Source: an optimization exercise on an open RTL-to-GDS flow (aim: small area, a short achievable clock period and few clock cycles per item). Production flows keep margins and buffers that such runs may drop. Only simulation tests tie the RTL to the original design; equivalence was not proved. No activity file was given, so power comes from the tool's default toggle rates.

[flow/config.mk]
export PLATFORM = sky130hd
export DESIGN_NAME = merge_unit
export DESIGN_NICKNAME = merge_unit
export VERILOG_FILES = /design/flow/design.v
export SDC_FILE = /design/flow/constraint.sdc
export NUM_CORES = 4
export LEC_CHECK = 0
export CAP_MARGIN = 20
export CORE_MARGIN = 2
export CORE_UTILIZATION = 40
export SLEW_MARGIN = 20
[flow/run.sh]
#!/bin/bash
# synth_recipe.tcl (not shown) runs the flow's synth.tcl, then flattens the netlist and writes it again
# the make line also repeats each setting of config.mk as NAME=value (left out here)
make -C /OpenROAD-flow-scripts/flow DESIGN_CONFIG=/design/flow/config.mk WORK_HOME=/design/flow/orfs CLKGATE_MAP_FILE= SYNTH_SCRIPT=/design/flow/synth_recipe.tcl finish
[flow/constraint.sdc]
create_clock -name core_clock -period 5.0 [get_ports {CLK}]
set_input_delay 1.0000 -clock core_clock [delete_from_list [all_inputs] [get_ports {CLK}]]
set_output_delay 1.0000 -clock core_clock [all_outputs]
set_load 0.01 [all_outputs]
[flow/design.v]
`default_nettype none
package merge_rec_pkg;
  localparam int KEY_W = 32;
  localparam int PAY_W = 32;
  localparam int REC_W = KEY_W + PAY_W;   
  localparam int FIFO_LOG   = 2;
  localparam int FIFO_DEPTH = 1 << FIFO_LOG;
endpackage
`default_nettype wire
`timescale 1ns/1ps
`default_nettype none
module srl_fifo #(
  parameter int WIDTH = 256
) (
  input  wire              CLK,
  input  wire              RST,
  input  wire              enq,
  input  wire              deq,
  input  wire  [WIDTH-1:0] din,
  output logic [WIDTH-1:0] dout,
  output logic             emp,
  output logic             full
);
  localparam int FIFO_LOG   = merge_rec_pkg::FIFO_LOG;
  localparam int FIFO_DEPTH = merge_rec_pkg::FIFO_DEPTH;
  localparam logic [FIFO_LOG:0] CNT_FULL = {1'b1, {FIFO_LOG{1'b0}}};
  logic [WIDTH-1:0]    mem [FIFO_DEPTH];
  logic [FIFO_LOG-1:0] head;   
  logic [FIFO_LOG:0]   cnt;
  assign dout = mem[head];
  assign emp  = (cnt == '0);
  assign full = (cnt == CNT_FULL);
  always_ff @(posedge CLK) begin
    if (RST) begin
      cnt  <= '0;
      head <= '1;
    end else begin
      case ({enq, deq})
        2'b10: begin
          cnt  <= cnt + 1'b1;
          head <= head + 1'b1;
        end
        2'b01: begin
          cnt  <= cnt - 1'b1;
          head <= head - 1'b1;
        end
        default: ;   
      endcase
    end
  end
  always_ff @(posedge CLK) begin
    if (enq) begin
      mem[0] <= din;
      for (int i = 1; i < FIFO_DEPTH; i++) begin
        mem[i] <= mem[i-1];
      end
    end
  end
endmodule
`default_nettype wire
`timescale 1ns/1ps
`default_nettype none
module block_selector #(
  parameter int E_LOG = 2
) (
  input  wire                                          CLK,
  input  wire                                          RST,
  input  wire                                          stall,
  input  wire  [(1<<E_LOG)*merge_rec_pkg::REC_W-1:0]   head_a,
  input  wire                                          emp_a,
  input  wire  [(1<<E_LOG)*merge_rec_pkg::REC_W-1:0]   head_b,
  input  wire                                          emp_b,
  output logic                                         deq_a,
  output logic                                         deq_b,
  output logic [(1<<E_LOG)*merge_rec_pkg::REC_W-1:0]   sel_blk,
  output logic                                         sel_en
);
  localparam int E     = 1 << E_LOG;
  localparam int KEY_W = merge_rec_pkg::KEY_W;
  localparam int BLK_W = E * merge_rec_pkg::REC_W;
  localparam logic [1:0] SEL_FILL_A = 2'd0;
  localparam logic [1:0] SEL_FILL_B = 2'd1;
  localparam logic [1:0] SEL_MERGE  = 2'd2;
  logic [1:0] state;
  logic       fill_cnt;   
  logic       choice;     
  logic       flip;       
  logic [BLK_W-1:0] a0, a1;   
  logic [BLK_W-1:0] b0, b1;
  logic deq_fill_a, deq_fill_b;
  logic deq_mrg_a, deq_mrg_b;
  logic cmp_lt, cmp_eq;
  assign deq_fill_a = (state == SEL_FILL_A) && !emp_a && !stall;
  assign deq_fill_b = (state == SEL_FILL_B) && !emp_b && !stall;
  assign deq_mrg_a  = (state == SEL_MERGE) && choice && !emp_a && !stall;
  assign deq_mrg_b  = (state == SEL_MERGE) && !choice && !emp_b && !stall;
  assign deq_a   = deq_fill_a || deq_mrg_a;
  assign deq_b   = deq_fill_b || deq_mrg_b;
  assign sel_en  = deq_mrg_a || deq_mrg_b;
  assign sel_blk = choice ? a1 : b1;
  always_ff @(posedge CLK) begin
    if (deq_a) begin
      a0 <= head_a;
      a1 <= a0;
    end
  end
  always_ff @(posedge CLK) begin
    if (deq_b) begin
      b0 <= head_b;
      b1 <= b0;
    end
  end
  always_comb begin
    if (choice) begin
      cmp_lt = (a0[KEY_W-1:0] < b1[KEY_W-1:0]);
      cmp_eq = (a0[KEY_W-1:0] == b1[KEY_W-1:0]);
    end else begin
      cmp_lt = (a1[KEY_W-1:0] < b0[KEY_W-1:0]);
      cmp_eq = (a1[KEY_W-1:0] == b0[KEY_W-1:0]);
    end
  end
  always_ff @(posedge CLK) begin
    if (RST) begin
      state    <= SEL_FILL_A;
      fill_cnt <= 1'b0;
      choice   <= 1'b0;
      flip     <= 1'b0;
    end else begin
      case (state)
        SEL_FILL_A: begin
          if (deq_fill_a) begin
            fill_cnt <= ~fill_cnt;
            if (fill_cnt) state <= SEL_FILL_B;
          end
        end
        SEL_FILL_B: begin
          if (deq_fill_b) begin
            fill_cnt <= ~fill_cnt;
            if (fill_cnt) begin
              state  <= SEL_MERGE;
              choice <= cmp_lt;   
            end
          end
        end
        SEL_MERGE: begin
          if (sel_en) begin
            if (cmp_eq) begin
              choice <= flip;
              flip   <= ~flip;
            end else begin
              choice <= cmp_lt;
            end
          end
        end
        default: state <= SEL_FILL_A;
      endcase
    end
  end
endmodule
`default_nettype wire
`timescale 1ns/1ps
`default_nettype none
module sort_stage #(
  parameter int E_LOG = 2
) (
  input  wire                                          CLK,
  input  wire                                          RST,
  input  wire                                          stall,
  input  wire  [(1<<E_LOG)*merge_rec_pkg::REC_W-1:0]   din,
  input  wire                                          din_en,
  output logic [(1<<E_LOG)*merge_rec_pkg::REC_W-1:0]   dout,
  output logic                                         dout_en
);
  localparam int E     = 1 << E_LOG;
  localparam int KEY_W = merge_rec_pkg::KEY_W;
  localparam int REC_W = merge_rec_pkg::REC_W;
  localparam int BLK_W = E * REC_W;
  logic [BLK_W-1:0] blk_a;
  logic             en_a;
  logic [REC_W-1:0] fb;     
  logic [E-1:0]     lt_a;   
  always_ff @(posedge CLK) begin
    if (!stall) blk_a <= din;
  end
  always_ff @(posedge CLK) begin
    if (RST) en_a <= 1'b0;
    else if (!stall) en_a <= din_en;
  end
  always_comb begin
    for (int i = 0; i < E; i++) begin
      lt_a[i] = (blk_a[i*REC_W +: KEY_W] < fb[KEY_W-1:0]);
    end
  end
  always_ff @(posedge CLK) begin
    if (RST) fb <= '0;
    else if (!stall && en_a) fb <= lt_a[E-1] ? fb : blk_a[(E-1)*REC_W +: REC_W];
  end
  logic [BLK_W-1:0] blk_b;
  logic [REC_W-1:0] fb_b;
  logic [E-1:0]     lt_b;
  logic             en_b;
  always_ff @(posedge CLK) begin
    if (!stall) begin
      blk_b <= blk_a;
      fb_b  <= fb;
      lt_b  <= lt_a;
    end
  end
  always_ff @(posedge CLK) begin
    if (RST) en_b <= 1'b0;
    else if (!stall) en_b <= en_a;
  end
  always_comb begin
    dout[0 +: REC_W] = lt_b[0] ? blk_b[0 +: REC_W] : fb_b;
    for (int i = 1; i < E; i++) begin
      if (!lt_b[i-1]) dout[i*REC_W +: REC_W] = blk_b[(i-1)*REC_W +: REC_W];
      else if (lt_b[i]) dout[i*REC_W +: REC_W] = blk_b[i*REC_W +: REC_W];
      else dout[i*REC_W +: REC_W] = fb_b;
    end
  end
  assign dout_en = en_b;
endmodule
`default_nettype wire
`timescale 1ns/1ps
`default_nettype none
module merge_network #(
  parameter int E_LOG = 2
) (
  input  wire                                          CLK,
  input  wire                                          RST,
  input  wire                                          stall,
  input  wire  [(1<<E_LOG)*merge_rec_pkg::REC_W-1:0]   din,
  input  wire                                          din_en,
  output logic [(1<<E_LOG)*merge_rec_pkg::REC_W-1:0]   dout,
  output logic                                         dout_en
);
  localparam int E     = 1 << E_LOG;
  localparam int BLK_W = E * merge_rec_pkg::REC_W;
  logic [BLK_W-1:0] chain_blk [E+1];
  logic             chain_en  [E+1];
  logic             ejected;   
  assign chain_blk[0] = din;
  assign chain_en[0]  = din_en;
  for (genvar i = 0; i < E; i++) begin : g_stage
    sort_stage #(
      .E_LOG(E_LOG)
    ) u_stage (
      .CLK     (CLK),
      .RST     (RST),
      .stall   (stall),
      .din     (chain_blk[i]),
      .din_en  (chain_en[i]),
      .dout    (chain_blk[i+1]),
      .dout_en (chain_en[i+1])
    );
  end
  always_ff @(posedge CLK) begin
    if (RST) ejected <= 1'b0;
    else if (chain_en[E] && !stall) ejected <= 1'b1;
  end
  assign dout    = chain_blk[E];
  assign dout_en = chain_en[E] && ejected && !stall;
endmodule
`default_nettype wire
`timescale 1ns/1ps
`default_nettype none
module merge_unit #(
  parameter int E_LOG = 2
) (
  input  wire                                          CLK,
  input  wire                                          RST,
  input  wire                                          enq_a,
  input  wire  [(1<<E_LOG)*merge_rec_pkg::REC_W-1:0]   din_a,
  input  wire                                          enq_b,
  input  wire  [(1<<E_LOG)*merge_rec_pkg::REC_W-1:0]   din_b,
  input  wire                                          in_full,
  output logic                                         full_a,
  output logic                                         full_b,
  output logic [(1<<E_LOG)*merge_rec_pkg::REC_W-1:0]   dout,
  output logic                                         dout_en
);
  localparam int E     = 1 << E_LOG;
  localparam int BLK_W = E * merge_rec_pkg::REC_W;
  logic             stall;
  logic [BLK_W-1:0] head_a, head_b;
  logic             emp_a, emp_b;
  logic             deq_a, deq_b;
  logic [BLK_W-1:0] sel_blk;
  logic             sel_en;
  always_ff @(posedge CLK) begin
    if (RST) stall <= 1'b0;
    else stall <= in_full;   
  end
  srl_fifo #(.WIDTH(BLK_W)) fifo_a (
    .CLK(CLK), .RST(RST), .enq(enq_a), .deq(deq_a), .din(din_a), .dout(head_a),
    .emp(emp_a), .full(full_a)
  );
  srl_fifo #(.WIDTH(BLK_W)) fifo_b (
    .CLK(CLK), .RST(RST), .enq(enq_b), .deq(deq_b), .din(din_b), .dout(head_b),
    .emp(emp_b), .full(full_b)
  );
  block_selector #(.E_LOG(E_LOG)) u_sel (
    .CLK     (CLK),
    .RST     (RST),
    .stall   (stall),
    .head_a  (head_a),
    .emp_a   (emp_a),
    .head_b  (head_b),
    .emp_b   (emp_b),
    .deq_a   (deq_a),
    .deq_b   (deq_b),
    .sel_blk (sel_blk),
    .sel_en  (sel_en)
  );
  merge_network #(.E_LOG(E_LOG)) u_net (
    .CLK(CLK), .RST(RST), .stall(stall),
    .din(sel_blk), .din_en(sel_en), .dout(dout), .dout_en(dout_en)
  );
endmodule
`default_nettype wire
==> results.json <==
{
  "drt_first_pass_iters": 10,
  "synth.most_common_cell": "edfxtp_1",
  "synth.distinct_cells": 62,
  "clk_pin_slew_ns": 0.06,
  "yosysTopAreaCellShare_pct": 73.42,
  "global_route.overflow_total": 0,
  "slowest_stage": "edfxtp_1",
  "hold_path_class": "flip-flop to flip-flop",
  "end_kind": "primary output",
  "status": "complete, no violations",
  "cp_max_fo": 93,
  "slew_headroom_pct": 24.84,
  "synth_common_cells": "edfxtp_1, mux2i_1, nor2_1, a21oi_1, inv_1",
  "holdWs_ns": 0.3802,
  "ys_ff_latch": 5673,
  "min_period_over_period_pct": 87.83,
  "hold_viol": 0,
  "dr.first_iter.drc_count": 14010,
  "max-vdd-ir-drop_mv": 0.3639,
  "cp_data_required_time_ns": 4.00,
  "path_delay_family": "buffers and inverters",
  "gp_congestion": 0.8234,
  "cts_tree": "built",
  "grt_max_degree": 176,
  "synthCells": 13160,
  "cellLeakagePower_nw": 91.42,
  "wirelength_mm": 548.8,
  "setup_tns_ns": 0,
  "dr_total_vias": 115200,
  "synth_area_leaders": "edfxtp_1, mux2i_1, ha_1",
  "fin_skew_ns": 0.07472,
  "synth_top_flop_cell": "edfxtp_1",
  "wl_per_cell_um": 25.10,
  "synth_nets": 14250,
  "rsz0062_at_grt": "false",
  "setup_slack_ns": 0.6086,
  "drive_gt1_share_pct": 10.69,
  "critPathBufInv": 2,
  "dp_hpwl_mm": 372.7,
  "worstHoldPathCells": 0,
  "fp.dieW_um": 746.5,
  "final_cell_area_mm2": 0.2572,
  "drv_slew": 0,
  "drcViolationCount": 0,
  "coreArea_mm2": 0.5489,
  "ys_seq_area_share_pct": 75.97,
  "cts.repair.resized": 0,
  "path_class": "flip-flop to primary output",
  "fillers": 46440,
  "dp_cells": 20760,
  "h-tree-depth": 6,
  "whs_endpoint": "u_sel.a1[180]$_DFFE_PN_",
  "cap_violations": 0,
  "num_rows": 272,
  "netlist_area_mm2": 0.2205,
  "finalSetupViolCount": 0,
  "period_needed_ns": 4.391,
  "startpoint_type": "flip-flop",
  "slowest_delay_ns": 0.89,
  "async_reset_ff_share_pct": 0,
  "clock-sinks": 5673,
  "grt_pass1_vias": 110100,
  "yosys.area.top_type": "edfxtp_1",
  "cts-root-buf": "clkbuf_16",
  "min_from": "u_sel.a0[180]$_DFFE_PN_",
  "post-place-ws_ns": 1.567,
  "nets": 15190,
  "vias_per_cell": 5.270,
  "io_pins": 776,
  "arrival_ns": 3.39,
  "finish.utilization_pct": 46.85,
  "max_freq_mhz": 227.7,
  "syn_area_per_cell_um2": 16.75,
  "timing.rr.start": "u_net.g_stage[1].u_stage.blk_a[203]$_DFFE_PN_",
  "power.total_mw": 127.1,
  "path_cells": "buf_12 > mux2_2 > clkdlybuf4s50_1",
  "start_util_pct": 40.17,
  "yosysWarnings": 10,
  "worst_pin_slew_ns": 1.125,
  "grt_pass1_wl_mm": 792.3,
  "cts_buffers": 597,
  "r2r-end": "u_net.g_stage[1].u_stage.fb[44]$_SDFFE_PP0P_",
  "place_area_mm2": 0.2376,
  "area_growth_pct": 16.62,
  "stdcell_count": 21860,
  "rrSetupSlack_ns": 1.49,
  "portBuffers": 775,
  "drtAntennaViolNets": 0,
  "antenna_found_initial": 71,
  "die_area_mm2": 0.5573,
  "power.density_mw_per_mm2": 494.3,
  "worstSkewPairLatency_ns": 1.09,
  "cts_setup_buffers": 0,
  "die_h_um": 746.5,
  "reg2regPathDepth": 9,
  "clockBufferDepth": 4,
  "synth_edf_count": 5392,
  "grtUsageTotal_pct": 19.10,
  "holdBufCountCts": 0
}
[state kept, by name (all words and copies together) (netlist names), 16 cells and up]
register	count
fifo_a.mem	1024
fifo_b.mem	1024
u_net.g_stage.u_stage.blk_b	1024
u_net.g_stage.u_stage.blk_a	1024
u_net.g_stage.u_stage.lt_b	16
u_sel.a0	256
u_sel.b1	256
u_sel.a1	256
u_net.g_stage.u_stage.fb	256
u_net.g_stage.u_stage.fb_b	256
u_sel.b0	256
[cell type report]
class | instances | area, um2 | area share, %
sequential | 5673 | 167500 | 65.15
multi-input combinational | 6127 | 47880 | 18.62
clock buffer | 768 | 15980 | 6.213
timing repair buffer | 973 | 10350 | 4.025
tap | 7261 | 9085 | 3.533
clock inverter | 314 | 3558 | 1.384
inverter | 724 | 2721 | 1.058
antenna | 22 | 55.05 | 0.02141
[how the worst max path moves through the flow]
stage	from	to	slack (ns)	cells after the start
floorplan	stall$_SDFF_PP0_	u_net.g_stage[0].u_stage.blk_a[0]$_DFFE_PN_	-30.71	1
global placement	u_net.g_stage[1].u_stage.blk_a[201]$_DFFE_PN_	u_net.g_stage[1].u_stage.fb[48]$_SDFFE_PP0P_	1.32	9
detailed placement	u_net.g_stage[1].u_stage.blk_a[203]$_DFFE_PN_	u_net.g_stage[1].u_stage.fb[44]$_SDFFE_PP0P_	1.57	9
CTS	u_net.g_stage[3].u_stage.lt_b[0]$_DFFE_PN_	dout[72]	0.40	4
global route	u_net.g_stage[3].u_stage.lt_b[0]$_DFFE_PN_	dout[74]	0.33	4
finish	u_net.g_stage[3].u_stage.lt_b[0]$_DFFE_PN_	dout[48]	0.61	3
[cells by family (layout without fill, tap and decap cells)]
group / count (synthesis) / after routing / synth area share (%)
flops: 5673 / 5673 / 75.97
mux: 1958 / 1958 / 9.160
compound gates: 1888 / 1888 / 5.795
simple gates: 1700 / 1700 / 3.389
buf+inv: 1364 / 2779 / 2.395
fa+ha+maj: 572 / 572 / 3.252
xor+xnor: 9 / 9 / 0.03575
other cells: 0 / 22 / 0
[cells in the final DEF (no fill, tap or decap), types with 11 or more instances in the layout]
cell type,Yosys,routed
nor3_1,25,25
dfxtp_1,281,279
edfxtp_1,5392,5392
inv_6,0,14
o21ai_0,126,126
buf_12,7,86
nor2b_1,62,62
a21o_1,120,120
nand3_1,154,154
nor3b_1,69,69
clkinv_16,0,24
buf_4,12,112
nor2_1,1064,1064
clkbuf_16,0,603
nand2_1,156,155
clkbuf_8,0,27
diode_2,0,22
a22oi_1,65,65
nand4_1,97,97
a222oi_1,512,512
inv_1,724,723
clkinvlp_4,0,14
clkbuf_1,500,138
a21oi_1,971,971
clkinv_1,0,101
nand2b_1,29,29
bufinv_16,0,45
clkdlybuf4s50_1,0,771
mux2_2,481,481
mux2i_1,1477,1477
clkinv_2,0,88
ha_1,570,562
o211ai_1,11,11
o21a_1,14,13
[layer usage]
| layer | wire [um] | vias up | GRT usage [%] |
|---|---|---|---|
| met5 | 12 | - | 0 |
| met4 | 13000 | 2 | 4.313 |
| met3 | 33230 | 710 | 2.463 |
| met2 | 229600 | 4040 | 27.13 |
| met1 | 272900 | 57390 | 30.95 |
| li1 | - | 53080 | - |
[where the power goes]
group | leakage, nW | internal, mW | switching [mW]
Combinational | 26.1 | 7.47 | 11.1
Sequential | 55.9 | 61.0 | 3.66
Clock | 9.47 | 25.2 | 18.8
Total | 91.4 | 93.6 | 33.5
Testbench counts, summed over its fixed seeds: cycles 3,884, records 12,128.

[port drivers added, routing unchanged]
In the flow no input, the clock included, has a driving cell. The finished layout below was timed again as built, in two steps. Step 1: set_driving_cell puts a clkbuf_16 on CLK and a buf_2 on each other input, an assumption about the parent block. Step 2 moves the port delays by t, midway between the first and last clock arrival at a register: inputs arrive t later, outputs are due t later. That takes back most of the time a late clock gives input paths. a / b / c = ideal / step 1 / step 2; a / b = the first two.
t, ns: 1.165
slack for setup (ns): 0.609 / 0.498 / 1.495
worst hold slack (ns): 0.380 / 0.368 / 0.380
worst setup path after step 2: register to register
After both steps this run still meets setup and hold. The setup slack of this run moves by -0.111 ns with the drivers and by +0.886 ns with both steps.
